This design comes from an exercise in tuning for small area, a short achievable clock period and few clock cycles per item on the open sky130 flow, not from production work. Function was checked by simulation only, so behaviour that the tests miss may differ from the original.

== north ==
## mac_accumulator
module mac_accumulator #(
  parameter int WIDTH     = 25,
  parameter int ACC_WIDTH = 64
) (
  input  logic                 clk,
  input  logic                 rst,
  input  logic                 in_valid,
  output logic                 in_ready,
  input  logic [WIDTH-1:0]     in_a,
  input  logic [WIDTH-1:0]     in_x,
  input  logic                 in_last,
  output logic                 out_valid,
  input  logic                 out_ready,
  output logic [ACC_WIDTH-1:0] out_sum,
  output logic [15:0]          out_count,
  output logic                 out_ovf
);
export LEC_CHECK = 0
export CAP_MARGIN = 20
export CORE_MARGIN = 2
export CORE_UTILIZATION = 40
export SLEW_MARGIN = 20
export SYNTH_HIERARCHICAL = 1
export SYNTH_MINIMUM_KEEP_SIZE = 0
create_clock -name core_clock -period 12.0 [get_ports {clk}]
standard.sh (not shown) runs the stock make flow with config.mk's settings and CLKGATE_MAP_FILE= SYNTH_SCRIPT=/design/flow/synth_recipe.tcl, a recipe that flattens the netlist after the stock synthesis.
==> flow/flow/run.sh <==
#!/bin/bash
# The standard layout (standard.sh) with two changes: repair_timing aims for
# 8.2 ns of setup slack on the 12 ns clock (so the achieved period shrinks), and the
# port buffers that buffer_ports inserts use sky130_fd_sc_hd__buf_2.
set -euo pipefail
EXTRA='SETUP_SLACK_MARGIN=8.2 "BUFFER_PORTS_ARGS=-buffer_cell sky130_fd_sc_hd__buf_2"'
sed "s|^make -C |make $EXTRA -C |" standard.sh > standard_tuned.sh
bash standard_tuned.sh > flow_make.log 2>&1
north finished every stage and its layout cleared the timing, DRC and antenna checks.
Testbench counts of north, summed over its fixed seeds: cycles 16,312, beats 16,288.
Here is what was changed in the inputs of south compared with north.
Settings: setting CTS_CLUSTER_SIZE to 25 for the first time; setting CTS_CLUSTER_DIAMETER to 120 for the first time.
--- a/flow/flow/run.sh
+++ b/flow/flow/run.sh
@@ -3 +3 @@
-# 8.2 ns of setup slack on the 12 ns clock (so the achieved period shrinks), and the
+# 8.3 ns of setup slack on the 12 ns clock (so the achieved period shrinks), and the
@@ -6 +6 @@
-EXTRA='SETUP_SLACK_MARGIN=8.2 "BUFFER_PORTS_ARGS=-buffer_cell sky130_fd_sc_hd__buf_2"'
+EXTRA='SETUP_SLACK_MARGIN=8.3 "BUFFER_PORTS_ARGS=-buffer_cell sky130_fd_sc_hd__buf_2"'
==> run summary <==
south | stages: all done | timing, DRC, antenna: all pass. Higher detailed-route via count among south and north: north. Worst-path cell with the longest stage delay = sky130_fd_sc_hd__fa_1: south; worst-path cell with the longest stage delay = sky130_fd_sc_hd__dfrtp_4: north. Where final worst hold slack is concerned, north is outperformed by south. Of south and north, the lower worst clock skew on the final layout belongs to south.
> inputs changed (south -> east)
Settings: clearing CTS_CLUSTER_DIAMETER, which used to be 120; clearing CTS_CLUSTER_SIZE, which used to be 25.
--- a/flow/flow/run.sh
+++ b/flow/flow/run.sh
@@ -3 +3 @@
-# 8.3 ns of setup slack on the 12 ns clock (so the achieved period shrinks), and the
+# 8.7 ns of setup slack on the 12 ns clock (so the achieved period shrinks), and the
@@ -6 +6 @@
-EXTRA='SETUP_SLACK_MARGIN=8.3 "BUFFER_PORTS_ARGS=-buffer_cell sky130_fd_sc_hd__buf_2"'
+EXTRA='SETUP_SLACK_MARGIN=8.7 "BUFFER_PORTS_ARGS=-buffer_cell sky130_fd_sc_hd__buf_2"'
### Flow results
- Compared to south, east has routed wire length on met3 140 µm higher.
- Result: PASS for each of east and south
- Count of clock buffers in the final design is lower on south
- Summary of the comparison: area of all placed cells without fillers is higher in east, relative to south.
The following lists how west was set up differently from east:
Settings: an added CTS_CLUSTER_DIAMETER of 120; an added CTS_CLUSTER_SIZE of 25.
--- a/flow/flow/run.sh
+++ b/flow/flow/run.sh
@@ -3 +3 @@
-# 8.7 ns of setup slack on the 12 ns clock (so the achieved period shrinks), and the
+# 8.2 ns of setup slack on the 12 ns clock (so the achieved period shrinks), and the
@@ -6 +6 @@
-EXTRA='SETUP_SLACK_MARGIN=8.7 "BUFFER_PORTS_ARGS=-buffer_cell sky130_fd_sc_hd__buf_2"'
+EXTRA='SETUP_SLACK_MARGIN=8.2 "BUFFER_PORTS_ARGS=-buffer_cell sky130_fd_sc_hd__buf_2"'
==> run summary <==
- In summary, west completed successfully, with a layout that passed the timing, DRC and antenna checks.
- A cell with the biggest individual delay on the critical path of sky130_fd_sc_hd__dfrtp_4 is what west shows, while sky130_fd_sc_hd__fa_2 belongs to east.
- | register-to-register setup slack | east vs west | ≈ equal |
- Going from east to west, worst setup slack down 8.5 ps; global routing met3 resource utilization shows a reduction of 0.42 points; maximum frequency level.
- east → west: final net count shrank by about 5%.
- Routed wire in west totals less than in east.
What middle does differently from west at the input level:
Settings: CORE_UTILIZATION: 40 -> 55; CTS_CLUSTER_SIZE: 25 -> unset; CTS_CLUSTER_DIAMETER: 120 -> unset.
--- a/flow/flow/run.sh
+++ b/flow/flow/run.sh
@@ -3 +3 @@
-# 8.2 ns of setup slack on the 12 ns clock (so the achieved period shrinks), and the
+# 8.3 ns of setup slack on the 12 ns clock (so the achieved period shrinks), and the
@@ -6 +6 @@
-EXTRA='SETUP_SLACK_MARGIN=8.2 "BUFFER_PORTS_ARGS=-buffer_cell sky130_fd_sc_hd__buf_2"'
+EXTRA='SETUP_SLACK_MARGIN=8.3 "BUFFER_PORTS_ARGS=-buffer_cell sky130_fd_sc_hd__buf_2"'
==> comparison <==
- middle reached the end of the flow, and the finished layout is clean on the timing, DRC and antenna checks.
- Fmax: middle above west
- The top metal layer carrying routed signals comes out met5 in one run and met4 in the other, namely in west and middle respectively.
- Final design instance area without fill went up by a few percent going from west to middle.
- met2 track utilization from global routing was lower in west than in middle.

wip/fjord:
Starting RTL as in the previous note.
export LEC_CHECK = 0
export CAP_MARGIN = 20
export CORE_MARGIN = 2
export CORE_UTILIZATION = 40
export CTS_CLUSTER_DIAMETER = 120
export CTS_CLUSTER_SIZE = 25
export SLEW_MARGIN = 20
export SYNTH_HIERARCHICAL = 1
export SYNTH_MINIMUM_KEEP_SIZE = 0
create_clock -name core_clock -period 12.0 [get_ports {clk}]
==> flow/flow/run.sh <==
#!/bin/bash
# The standard layout (standard.sh) with two changes: repair_timing aims for
# 8.4 ns of setup slack on the 12 ns clock (so the achieved period shrinks), and the
# port buffers that buffer_ports inserts use sky130_fd_sc_hd__buf_2.
set -euo pipefail
EXTRA='SETUP_SLACK_MARGIN=8.4 "BUFFER_PORTS_ARGS=-buffer_cell sky130_fd_sc_hd__buf_2"'
sed "s|^make -C |make $EXTRA -C |" standard.sh > standard_tuned.sh
bash standard_tuned.sh > flow_make.log 2>&1
wip/fjord | status: complete | timing, DRC, antenna: pass
Testbench counts of wip/fjord, summed over its fixed seeds: cycles 16,312, beats 16,288.
Relative to wip/fjord, the following input files were edited for wip/tundra:
# wip/fjord
export LEC_CHECK = 0
export CAP_MARGIN = 20
export CORE_MARGIN = 2
export CORE_UTILIZATION = 40
export CTS_CLUSTER_DIAMETER = 120
export CTS_CLUSTER_SIZE = 25
export SLEW_MARGIN = 20
export SYNTH_HIERARCHICAL = 1
export SYNTH_MINIMUM_KEEP_SIZE = 0
create_clock -name core_clock -period 12.0 [get_ports {clk}]
# wip/tundra
export LEC_CHECK = 0
export CAP_MARGIN = 20
export CORE_MARGIN = 2
export CORE_UTILIZATION = 40
export SLEW_MARGIN = 20
export SYNTH_HIERARCHICAL = 1
export SYNTH_MINIMUM_KEEP_SIZE = 0
create_clock -name core_clock -period 12.0 [get_ports {clk}]
==> flow/flow/run.sh <==
#!/bin/bash
# The standard layout (standard.sh) with two changes: repair_timing aims for
# 7.7 ns of setup slack on the 12 ns clock (so the achieved period shrinks), and the
# port buffers that buffer_ports inserts use sky130_fd_sc_hd__buf_2.
set -euo pipefail
EXTRA='SETUP_SLACK_MARGIN=7.7 "BUFFER_PORTS_ARGS=-buffer_cell sky130_fd_sc_hd__buf_2"'
sed "s|^make -C |make $EXTRA -C |" standard.sh > standard_tuned.sh
bash standard_tuned.sh > flow_make.log 2>&1
==> comparison <==
Note that the design area recorded for wip/fjord amounts to 1.07 times the value seen in wip/tundra. Per the comparison of wip/tundra with wip/fjord, clock period minus worst slack went up.
Input-level comparison between wip/nickel and wip/tundra:
# wip/tundra
export LEC_CHECK = 0
export CAP_MARGIN = 20
export CORE_MARGIN = 2
export CORE_UTILIZATION = 40
export SLEW_MARGIN = 20
export SYNTH_HIERARCHICAL = 1
export SYNTH_MINIMUM_KEEP_SIZE = 0
create_clock -name core_clock -period 12.0 [get_ports {clk}]
# wip/nickel
export LEC_CHECK = 0
export CAP_MARGIN = 20
export CORE_MARGIN = 2
export CORE_UTILIZATION = 40
export CTS_CLUSTER_DIAMETER = 100
export CTS_CLUSTER_SIZE = 20
export SLEW_MARGIN = 20
export SYNTH_HIERARCHICAL = 1
export SYNTH_MINIMUM_KEEP_SIZE = 0
create_clock -name core_clock -period 12.0 [get_ports {clk}]
==> flow/flow/run.sh <==
#!/bin/bash
# The standard layout (standard.sh) with two changes: repair_timing aims for
# 8.3 ns of setup slack on the 12 ns clock (so the achieved period shrinks), and the
# port buffers that buffer_ports inserts use sky130_fd_sc_hd__buf_2.
set -euo pipefail
EXTRA='SETUP_SLACK_MARGIN=8.3 "BUFFER_PORTS_ARGS=-buffer_cell sky130_fd_sc_hd__buf_2"'
sed "s|^make -C |make $EXTRA -C |" standard.sh > standard_tuned.sh
bash standard_tuned.sh > flow_make.log 2>&1
### Flow results
wip/nickel ends up with higher global routing met1 resource utilization than wip/tundra does.
Against wip/tundra, wip/nickel reports a timing-limited maximum frequency that is higher.
acc[54]$_DFFE_PP_ as the end of the critical path was reported by wip/nickel, and acc[59]$_DFFE_PP_ by wip/tundra.
The number of optimization iterations in the first detailed-route pass in wip/nickel sits 1 above the value recorded for wip/tundra.
Relative to wip/tundra, routed wire length increased by 5.0% in wip/nickel.
Measured against each other, wip/tundra and wip/nickel differ in smallest setup slack after layout, the lower figure coming from wip/tundra.
In the final reports, the cell area of wip/nickel is larger than that of wip/tundra.
diff inputs: wip/nickel => wip/pepper
# wip/nickel
export LEC_CHECK = 0
export CAP_MARGIN = 20
export CORE_MARGIN = 2
export CORE_UTILIZATION = 40
export CTS_CLUSTER_DIAMETER = 100
export CTS_CLUSTER_SIZE = 20
export SLEW_MARGIN = 20
export SYNTH_HIERARCHICAL = 1
export SYNTH_MINIMUM_KEEP_SIZE = 0
create_clock -name core_clock -period 12.0 [get_ports {clk}]
# wip/pepper
export LEC_CHECK = 0
export CAP_MARGIN = 20
export CORE_MARGIN = 2
export CORE_UTILIZATION = 40
export SLEW_MARGIN = 20
export SYNTH_HIERARCHICAL = 1
export SYNTH_MINIMUM_KEEP_SIZE = 0
create_clock -name core_clock -period 12.0 [get_ports {clk}]
==> flow/flow/run.sh <==
#!/bin/bash
# The standard layout (standard.sh) with two changes: repair_timing aims for
# 8.5 ns of setup slack on the 12 ns clock (so the achieved period shrinks), and the
# port buffers that buffer_ports inserts use sky130_fd_sc_hd__buf_2.
set -euo pipefail
EXTRA='SETUP_SLACK_MARGIN=8.5 "BUFFER_PORTS_ARGS=-buffer_cell sky130_fd_sc_hd__buf_2"'
sed "s|^make -C |make $EXTRA -C |" standard.sh > standard_tuned.sh
bash standard_tuned.sh > flow_make.log 2>&1
==> run summary <==
Max worst-case hold slack across wip/nickel and wip/pepper: wip/nickel
wip/pepper — number of resized instances in the post-cts repair step about 370% higher, wip/nickel as reference
Total routing resource utilization after global routing, wip/nickel and wip/pepper, lower one = wip/nickel.
Lower achievable frequency was reported by wip/pepper, not wip/nickel.
wip/pepper against wip/nickel: routing usage on met2 climbed 1.7 points, final area climbed about 8%, clock period minus worst slack climbed 0.035 ns.
wip/pepper completed; timing, DRC and antenna clean
wip/pepper vs wip/nickel, startpoint of the most critical setup path: s0_a[16]$_DFFE_PN_ vs cont$_DFFE_PP0P_
| weighted congestion reported at the end of routability-driven placement | wip/nickel vs wip/pepper | ≈ equal |
In the flow results for wip/nickel and wip/pepper, the number of antenna violations at the first check in global routing is larger on wip/nickel.
Inputs modified between wip/pepper and wip/cedar:
==> flow/flow/run.sh <==
#!/bin/bash
# The standard layout (standard.sh) with two changes: repair_timing aims for
# 8.0 ns of setup slack on the 12 ns clock (so the achieved period shrinks), and the
# port buffers that buffer_ports inserts use sky130_fd_sc_hd__buf_2.
set -euo pipefail
EXTRA='SETUP_SLACK_MARGIN=8.0 "BUFFER_PORTS_ARGS=-buffer_cell sky130_fd_sc_hd__buf_2"'
sed "s|^make -C |make $EXTRA -C |" standard.sh > standard_tuned.sh
bash standard_tuned.sh > flow_make.log 2>&1
Notes after the runs:
- Compared with wip/pepper, wip/cedar shows post-layout instance count excluding filler cells that has gone down by a few percent.
- Compared with wip/pepper, wip/cedar shows a higher sequential share of layout area.
- [diff] via count, wip/cedar relative to wip/pepper: improvement
- wip/cedar against wip/pepper: post-placement worst setup slack -0.22 ns, final area -3000 µm², routed wire length on met2 -10%, setup slack -0.19 ns.

re-timing with driven ports:
No port has a modelled driver above. Below, the same layouts with a new extraction and two added sets of constraints.
Step 1 (the two cells are an assumption about what drives the block):
set clk [get_ports {clk}]
set_driving_cell -lib_cell sky130_fd_sc_hd__clkbuf_16 $clk
set_driving_cell -lib_cell sky130_fd_sc_hd__buf_2 [delete_from_list [all_inputs] $clk]
Step 2 moves the port delays by t, midway between the first and last clock arrival at a register: inputs arrive t later, outputs are due t later. That takes back most of the time a late clock gives input paths.
Three values: ideal ports, drivers, drivers and shift; two values: the first two.
run	shift t [ns]	slack for setup (ns)	pins driven straight from the clock port
north	0.613	8.233 / 8.228 / 7.759	1
south	0.597	8.306 / 8.278 / 7.858	1
east	0.615	8.213 / 8.213 / 8.172	1
west	0.589	8.205 / 8.205 / 7.780	1
middle	0.615	8.279 / 8.274 / 7.898	1
wip/fjord	0.605	8.322 / 8.309 / 7.915	1
wip/tundra	0.609	7.927 / 7.927 / 7.685	1
wip/nickel	0.615	8.294 / 8.285 / 7.843	1
wip/pepper	0.605	8.260 / 8.260 / 8.070	1
wip/cedar	0.611	8.068 / 8.068 / 7.728	1
After both steps every run listed still meets setup and hold. For north, which loses most, drivers alone change the setup slack by -0.005 ns; drivers and shift together by -0.474 ns.
